Background: an optimization exercise with open tools, aiming at small area. Do not read the settings as production practice.
Only simulation tests tie the RTL to the original design; equivalence was not proved.
Power and IR drop assume default switching activity.

==> flow/design.v <==
package dprio_c3gxb_pkg;
  typedef enum logic [1:0] {
    IDLE,
    ADDR_FRAME,
    DATA_FRAME,
    COMPLETE
  } state_t;
  localparam logic [7:0] WIN_BASE   = 8'hC0;
  localparam logic [3:0] REG_C01    = 4'd1;
  localparam logic [3:0] REG_C02    = 4'd2;
  localparam int         CAL_MSB    = 10;
  localparam int         CAL_LSB    = 3;
  localparam int         CAL_EN_BIT = 6;
  function automatic int ch_width(input int n);
    ch_width = (n > 1) ? $clog2(n) : 1;
  endfunction
endpackage
import dprio_c3gxb_pkg::*;
module dprio_resp_regbank
#(
  parameter int          NUM_CHANNELS = 4,
  parameter logic [15:0] C02_INIT     = 16'h0004,
  parameter logic [15:0] REG_INIT     = 16'h0000,
  parameter int          CH_W         = (NUM_CHANNELS > 1) ? $clog2(NUM_CHANNELS) : 1
) (
  input  logic                          clock,
  input  logic                          reset,
  input  logic                          wr_en,
  input  logic [CH_W-1:0]               wr_ch,
  input  logic [3:0]                    wr_idx,
  input  logic [15:0]                   wr_data,
  input  logic [CH_W-1:0]               rd_ch,
  input  logic [3:0]                    rd_idx,
  output logic [15:0]                   rd_data,
  output logic [NUM_CHANNELS-1:0][15:0] c01_taps,
  output logic [NUM_CHANNELS-1:0][15:0] c02_taps
);
  logic [15:0] mem [NUM_CHANNELS][16];
  always_ff @(posedge clock) begin
    if (reset) begin
      for (int c = 0; c < NUM_CHANNELS; c++) begin
        for (int r = 0; r < 16; r++) begin
          mem[c][r] <= (4'(r) == REG_C02) ? C02_INIT : REG_INIT;
        end
      end
    end else if (wr_en) begin
      for (int c = 0; c < NUM_CHANNELS; c++) begin
        if (wr_ch == CH_W'(c)) mem[c][wr_idx] <= wr_data;
      end
    end
  end
  always_comb begin
    rd_data = '0;
    for (int c = 0; c < NUM_CHANNELS; c++) begin
      if (rd_ch == CH_W'(c)) rd_data = mem[c][rd_idx];
    end
  end
  always_comb begin
    for (int c = 0; c < NUM_CHANNELS; c++) begin
      c01_taps[c] = mem[c][REG_C01];
      c02_taps[c] = mem[c][REG_C02];
    end
  end
endmodule
import dprio_c3gxb_pkg::*;
module dprio_resp_c3gxb
#(
  parameter int          NUM_CHANNELS = 4,
  parameter int          FRAME_CYCLES = 34,
  parameter logic [15:0] C02_INIT     = 16'h0004,
  parameter logic [15:0] REG_INIT     = 16'h0000,
  parameter logic [7:0]  TB_THRESH    = 8'h30
) (
  input  logic                    clock,
  input  logic                    reset,
  input  logic [15:0]             dprio_addr,
  input  logic [8:0]              quad_addr,
  input  logic [15:0]             dprio_wrdata,
  input  logic                    dprio_wren,
  input  logic                    dprio_rden,
  input  logic                    retain_addr,
  output logic                    dprio_busy,
  output logic [15:0]             dprio_rddata,
  output logic                    protocol_err,
  output logic [NUM_CHANNELS-1:0] testbuses
);
  localparam int         CH_W       = (NUM_CHANNELS > 1) ? $clog2(NUM_CHANNELS) : 1;
  localparam logic [7:0] FRAME_LAST = 8'(FRAME_CYCLES - 1);
  localparam logic [10:0] NCH       = 11'(NUM_CHANNELS);
  dprio_c3gxb_pkg::state_t state, state_next;
  logic [7:0]  frame_cnt;
  logic        in_frame, frame_done, req, retain_ok;
  logic [15:0] cur_addr, last_addr, cur_data;
  logic [8:0]  cur_quad, last_quad;
  logic        cur_write, last_valid;
  logic [9:0]  cur_ch;
  logic        hit, bank_wr_en;
  logic [15:0] bank_rd_data;
  logic [NUM_CHANNELS-1:0][15:0] c01_taps, c02_taps;
  logic        unused_taps;
  assign req        = dprio_wren | dprio_rden;
  assign retain_ok  = dprio_wren & retain_addr & last_valid;
  assign in_frame   = (state == ADDR_FRAME) || (state == DATA_FRAME);
  assign frame_done = in_frame && (frame_cnt == FRAME_LAST);
  assign dprio_busy = in_frame;
  assign cur_ch     = {cur_quad[7:0], cur_addr[13:12]};
  assign hit        = (cur_addr[15:14] == 2'b00) && !cur_quad[8] &&
                      (cur_addr[11:4] == WIN_BASE) && ({1'b0, cur_ch} < NCH);
  assign bank_wr_en = (state == COMPLETE) && cur_write && hit;
  always_ff @(posedge clock) begin
    if (reset) state <= IDLE;
    else       state <= state_next;
  end
  always_comb begin
    state_next = state;
    case (state)
      IDLE:       if (req) state_next = retain_ok ? DATA_FRAME : ADDR_FRAME;
      ADDR_FRAME: if (frame_done) state_next = DATA_FRAME;
      DATA_FRAME: if (frame_done) state_next = COMPLETE;
      COMPLETE:   state_next = IDLE;
      default:    state_next = IDLE;
    endcase
  end
  always_ff @(posedge clock) begin
    if (reset) begin
      frame_cnt    <= '0;
      last_valid   <= 1'b0;
      last_addr    <= '0;
      last_quad    <= '0;
      cur_addr     <= '0;
      cur_quad     <= '0;
      cur_data     <= '0;
      cur_write    <= 1'b0;
      dprio_rddata <= '0;
      protocol_err <= 1'b0;
    end else begin
      frame_cnt    <= (in_frame && !frame_done) ? frame_cnt + 8'd1 : 8'd0;
      protocol_err <= (state == IDLE) ?
                      (dprio_wren && (dprio_rden || (retain_addr && !last_valid))) : req;
      if (state == IDLE && req) begin
        cur_write <= dprio_wren;
        cur_data  <= dprio_wrdata;
        cur_addr  <= retain_ok ? last_addr : dprio_addr;
        cur_quad  <= retain_ok ? last_quad : quad_addr;
      end
      if (state == ADDR_FRAME && frame_done) begin
        last_valid <= 1'b1;
        last_addr  <= cur_addr;
        last_quad  <= cur_quad;
      end
      if (state == DATA_FRAME && frame_done && !cur_write) begin
        dprio_rddata <= hit ? bank_rd_data : 16'h0000;
      end
    end
  end
  dprio_resp_regbank #(
    .NUM_CHANNELS (NUM_CHANNELS),
    .C02_INIT     (C02_INIT),
    .REG_INIT     (REG_INIT),
    .CH_W         (CH_W)
  ) u_regbank (
    .clock    (clock),
    .reset    (reset),
    .wr_en    (bank_wr_en),
    .wr_ch    (cur_ch[CH_W-1:0]),
    .wr_idx   (cur_addr[3:0]),
    .wr_data  (cur_data),
    .rd_ch    (cur_ch[CH_W-1:0]),
    .rd_idx   (cur_addr[3:0]),
    .rd_data  (bank_rd_data),
    .c01_taps (c01_taps),
    .c02_taps (c02_taps)
  );
  always_ff @(posedge clock) begin
    if (reset) begin
      testbuses <= '0;
    end else begin
      for (int c = 0; c < NUM_CHANNELS; c++) begin
        testbuses[c] <= c02_taps[c][CAL_EN_BIT] &&
                        (c01_taps[c][CAL_MSB:CAL_LSB] >= TB_THRESH);
      end
    end
  end
  assign unused_taps = ^{c01_taps, c02_taps};
endmodule
module dprio_resp_top (
  input  logic        clock,
  input  logic        reset,
  input  logic [15:0] dprio_addr,
  input  logic [8:0]  quad_addr,
  input  logic [15:0] dprio_wrdata,
  input  logic        dprio_wren,
  input  logic        dprio_rden,
  input  logic        retain_addr,
  output logic        dprio_busy,
  output logic [15:0] dprio_rddata,
  output logic        protocol_err,
  output logic [7:0]  testbuses
);
  dprio_resp_c3gxb #(
    .NUM_CHANNELS (8)
  ) u_resp (
    .clock        (clock),
    .reset        (reset),
    .dprio_addr   (dprio_addr),
    .quad_addr    (quad_addr),
    .dprio_wrdata (dprio_wrdata),
    .dprio_wren   (dprio_wren),
    .dprio_rden   (dprio_rden),
    .retain_addr  (retain_addr),
    .dprio_busy   (dprio_busy),
    .dprio_rddata (dprio_rddata),
    .protocol_err (protocol_err),
    .testbuses    (testbuses)
  );
endmodule
==> flow/run.sh <==
#!/bin/bash
# synth_recipe.tcl (not shown) runs the flow's synth.tcl, then flattens the netlist and writes it again
# the make line also repeats each setting of config.mk as NAME=value (left out here)
make -C /OpenROAD-flow-scripts/flow DESIGN_CONFIG=/design/flow/config.mk WORK_HOME=/design/flow/orfs CLKGATE_MAP_FILE= SYNTH_SCRIPT=/design/flow/synth_recipe.tcl finish
==> flow/config.mk <==
export PLATFORM = sky130hd
export DESIGN_NAME = dprio_resp_top
export DESIGN_NICKNAME = dprio_resp_top
export VERILOG_FILES = /design/flow/design.v
export SDC_FILE = /design/flow/constraint.sdc
export NUM_CORES = 4
export LEC_CHECK = 0
export CAP_MARGIN = 20
export CORE_MARGIN = 2
export CORE_UTILIZATION = 40
export SLEW_MARGIN = 20
==> flow/constraint.sdc <==
create_clock -name core_clock -period 8.0 [get_ports {clock}]
set_input_delay 1.6000 -clock core_clock [delete_from_list [all_inputs] [get_ports {clock}]]
set_output_delay 1.6000 -clock core_clock [all_outputs]
set_load 0.01 [all_outputs]
==> summary.txt <==
- Status: no timing/DRC/antenna violations
- Switching fraction of total power: 30.5%
- Synth cell types: 67
- MaxCap Viol Count: 0
- Hold buffer count at CTS: 0
- Syn nets: 6622
- Clock share of power: 35.6%
- Vias/cell: 5.67
- CP Class: register to register
- Die area: 249000 µm²
- Crit-path slowest cell: nor2_1
- Worst-Skew Late Latency: 0.90 ns
- Fin nets: 6483
- # IOs: 72
- WP data arrival: 5.82 ns
- Top FF cell, synth: edfxtp_1
- Chip height: 499 µm
- 1st-iter DRT viols: 7159
- Most common cell after layout, fill and taps aside: edfxtp_1
- CP Launch Type: register
- Worst hold start: u_resp.last_addr[12]
- Vias: 55800
- Post-CTS Setup Inserts: 0
- Worst slew margin: 16.7%
- H-tree depth: 4
- Placed Cells: 9405
- CP required: 8.49 ns
- Post-cts repair resize count: 0
- Min-delay worst type: register to register
- Total Neg Setup Slack: 0 ns
- Clock transition at path regs: 0.06 ns
- Cts bufs inserted: 224
- Psw: 9.00 mW
- Post-DRT Antenna Nets: 0
- Leak: 38.9 nW
- Slew Viols, Final: 0
- CP Capture Type: register
- Routed WL: 292 mm
- Area post-placement: 102000 µm²
- Clk root buf: clkbuf_16
- Die W: 499 µm
- Filler instances: 21100
- Total Power: 29.5 mW
- Reg-to-reg startpoint: u_resp.cur_addr[3]
- Synthesized cell area: 97900 µm²
- Hold Violations, Final: 0
- Commonest cells after routing, fill and taps aside: edfxtp_1 (2048), and2_1 (1988), mux4_2 (475)
- Number of core rows: 181
- Final GP Congestion: 0.886
- Sequential power share: 45.0%
- Largest stage delay, worst path: 0.96 ns
- Crit path max fanout: 75
- Mapped Cells: 6570
- Worst R2R End: u_resp.u_regbank.mem[57][14]
- Area grow syn2layout: 11.6%
- Post-Syn Area per Cell: 14.9 µm²
- DR WL/cell: 29.6 µm
- Initial antenna violation count: 13
- Fin cells: 9841
- Residual DRC count: 0
- Comb pwr share: 19.4%
- FFs w/ async S/R, synth: 0%
- Setup violations, final: 0
- R2R cell count: 6
- Core footprint: 243000 µm²
- Slew @ Worst Pin: 1.23 ns
- Min Tclk post-route: 5.33 ns
- TritonRoute pass-1 iters: 7
- Reg-to-reg setup timing slack: 2.67 ns
- Worst clock skew: 0.0727 ns
- Vias in the first global route: 54800
- Synth warnings: 2
- Port bufs: 71
- PwrDens: 270 nW/µm²
- Worst IR Drop VDD: 0.000244 V
- Worst hold stages: 2
- GRT Residual Overflow: 0
- GR Util All Layers: 23.1%
- Detailed Place HPWL: 183 mm
- First-pass GRT wire length: 412 mm
- Max Fclk: 188 MHz
- Fin area: 109000 µm²
- TritonCTS Sinks: 2155
- Seq cells post-synth: 2155
- Cell Chain, Critical Path: buf_4, inv_8, nor4_1, nand2_1, nor2_1, or2_2
- Endpoint, Worst Hold: u_resp.last_addr[12]
- Final cycle utilization of the critical path: 66.7%
- Initial Utilization: 40.2%
- Number of synthesized flops with an enable pin: 2048
- Worst path bufs/invs: 2
- Clk buf depth: 3
- Cell family with most CP delay: simple AND/OR/NAND/NOR gates
- Register area share after synthesis: 65.0%
- Layout cell share with drive strength beyond 1: 18.5%
- RSZ-0062 raised after global routing: false
- Largest net degree at the start of global routing: 120
- CTS tree: built
- Int Pwr: 20.5 mW
- Fin util: 44.9%
sequential cells by signal (all words and copies together), names as in the netlist, named ones only:
name	flops
u_resp.cur_write	1
u_resp.u_regbank.mem	2048
u_resp.dprio_rddata	16
u_resp.last_valid	1
u_resp.cur_addr	16
u_resp.last_addr	16
u_resp.last_quad	9
u_resp.cur_quad	9
u_resp.cur_data	16
u_resp.testbuses	8
u_resp.frame_cnt	8
u_resp.protocol_err	1
u_resp.state	2
power groups by stage:
stage          Clock, mW  Sequential [mW]  Combinational, mW
3_5_place_dp           0             13.5               5.68
3_3_place_gp           0             13.5               5.66
6_report            10.5             13.3               5.72
4_1_cts             10.6             13.3               5.69
2_1_floorplan          0             13.0               3.50
5_1_grt             11.0             13.3               5.87
synth_stat cells, types with 15 or more instances:
| cell | count | area share [%] |
|---|---|---|
| a211oi_1 | 56 | 0.43 |
| a21oi_1 | 58 | 0.30 |
| a221oi_1 | 16 | 0.14 |
| a22oi_1 | 98 | 0.75 |
| a31oi_1 | 15 | 0.096 |
| and2_1 | 1988 | 13 |
| and2_2 | 64 | 0.49 |
| buf_1 | 30 | 0.11 |
| buf_2 | 79 | 0.40 |
| buf_4 | 17 | 0.13 |
| clkbuf_1 | 472 | 1.8 |
| dfxtp_1 | 107 | 2.2 |
| edfxtp_1 | 2048 | 63 |
| mux2i_1 | 225 | 2.3 |
| mux4_2 | 475 | 11 |
| nand2_1 | 142 | 0.54 |
| nand3_1 | 80 | 0.41 |
| nand4_1 | 17 | 0.11 |
| nor2_1 | 229 | 0.88 |
| o22ai_1 | 30 | 0.19 |
| or2_2 | 130 | 0.83 |
final cells by class:
type | count | area [µm²] | area share [%]
Sequential cell | 2155 | 63700 | 58.3
Multi-Input combinational cell | 3804 | 32000 | 29.3
Clock buffer | 277 | 5860 | 5.36
Tap cell | 3202 | 4010 | 3.67
Timing Repair Buffer | 237 | 2110 | 1.93
Clock inverter | 146 | 1540 | 1.41
Inverter | 9 | 41.3 | 0.0378
Antenna cell | 11 | 27.5 | 0.0252
through the flow:
step | hold slack (ns) | setup slack [ns]
after floorplan | 0.440 | 4.34
after global placement | 0.469 | 2.50
after detailed placement | 0.475 | 2.54
after CTS | 0.489 | 2.82
after global routing | 0.511 | 2.59
final | 0.488 | 2.67
cell families after synthesis:
group | Yosys count | synth area share [%]
mux | 703 | 13.3
xor+xnor | 6 | 0.0537
fa+ha+maj | 6 | 0.0766
flops | 2155 | 65.0
buf+inv | 611 | 2.51
simple gates | 2749 | 16.7
compound gates | 340 | 2.46
how the worst max path moves through the flow:
stage | from | slack [ns] | endpoint | cells past startpoint
4_1_cts | u_resp.cur_addr[3] | 2.82 | u_resp.u_regbank.mem[57][6] | 6
2_1_floorplan | reset | 4.34 | u_resp.u_regbank.mem[65][0] | 7
3_5_place_dp | reset | 2.54 | u_resp.u_regbank.mem[57][12] | 7
5_1_grt | u_resp.cur_addr[3] | 2.59 | u_resp.u_regbank.mem[57][10] | 6
6_report | u_resp.cur_addr[3] | 2.67 | u_resp.u_regbank.mem[57][14] | 6
3_3_place_gp | reset | 2.50 | u_resp.u_regbank.mem[57][1] | 7
layer usage:
metal	track usage [%]	part of all wire [%]
met5	0	0.0072
met2	36.8	47
met4	8.45	4.0
met3	4.05	8.0
met1	31.9	41
worst reg2reg max path: stages, from the launching register on:
cell,delay (ns)
dfxtp_4,0.87
buf_4,0.68
inv_8,0.40
nor4_1,0.70
nand2_1,0.81
nor2_1,0.98
or2_2,0.51

==> static timing again, ports no longer ideal <==
How much do the figures lean on ideal ports? The routed layout below was timed once more, with nothing changed but the port constraints.
Step 1: set_driving_cell puts a clkbuf_16 on clock and a buf_2 on each other input, an assumption about the parent block.
Step 2 adds t to the input delays and takes it off the output delays; t is the mean of the earliest and latest rising clock arrival at the registers after step 1. Input paths then give back, and output paths get back, about the clock's delay inside the block.
a / b / c = ideal ports / drivers / drivers and shift; a / b = the first two.
shift t [ns]: 0.968
setup WS [ns]: 2.668 / 2.668 / 2.356
hold slack, ns: 0.488 / 0.488 / 0.488
worst data-port slew with drivers (ns): 0.10
pins driven straight from the clock port: 1
After both steps setup and hold are still met in this run. The setup slack of this run moves by 0.000 ns with the drivers and by -0.312 ns with both steps.
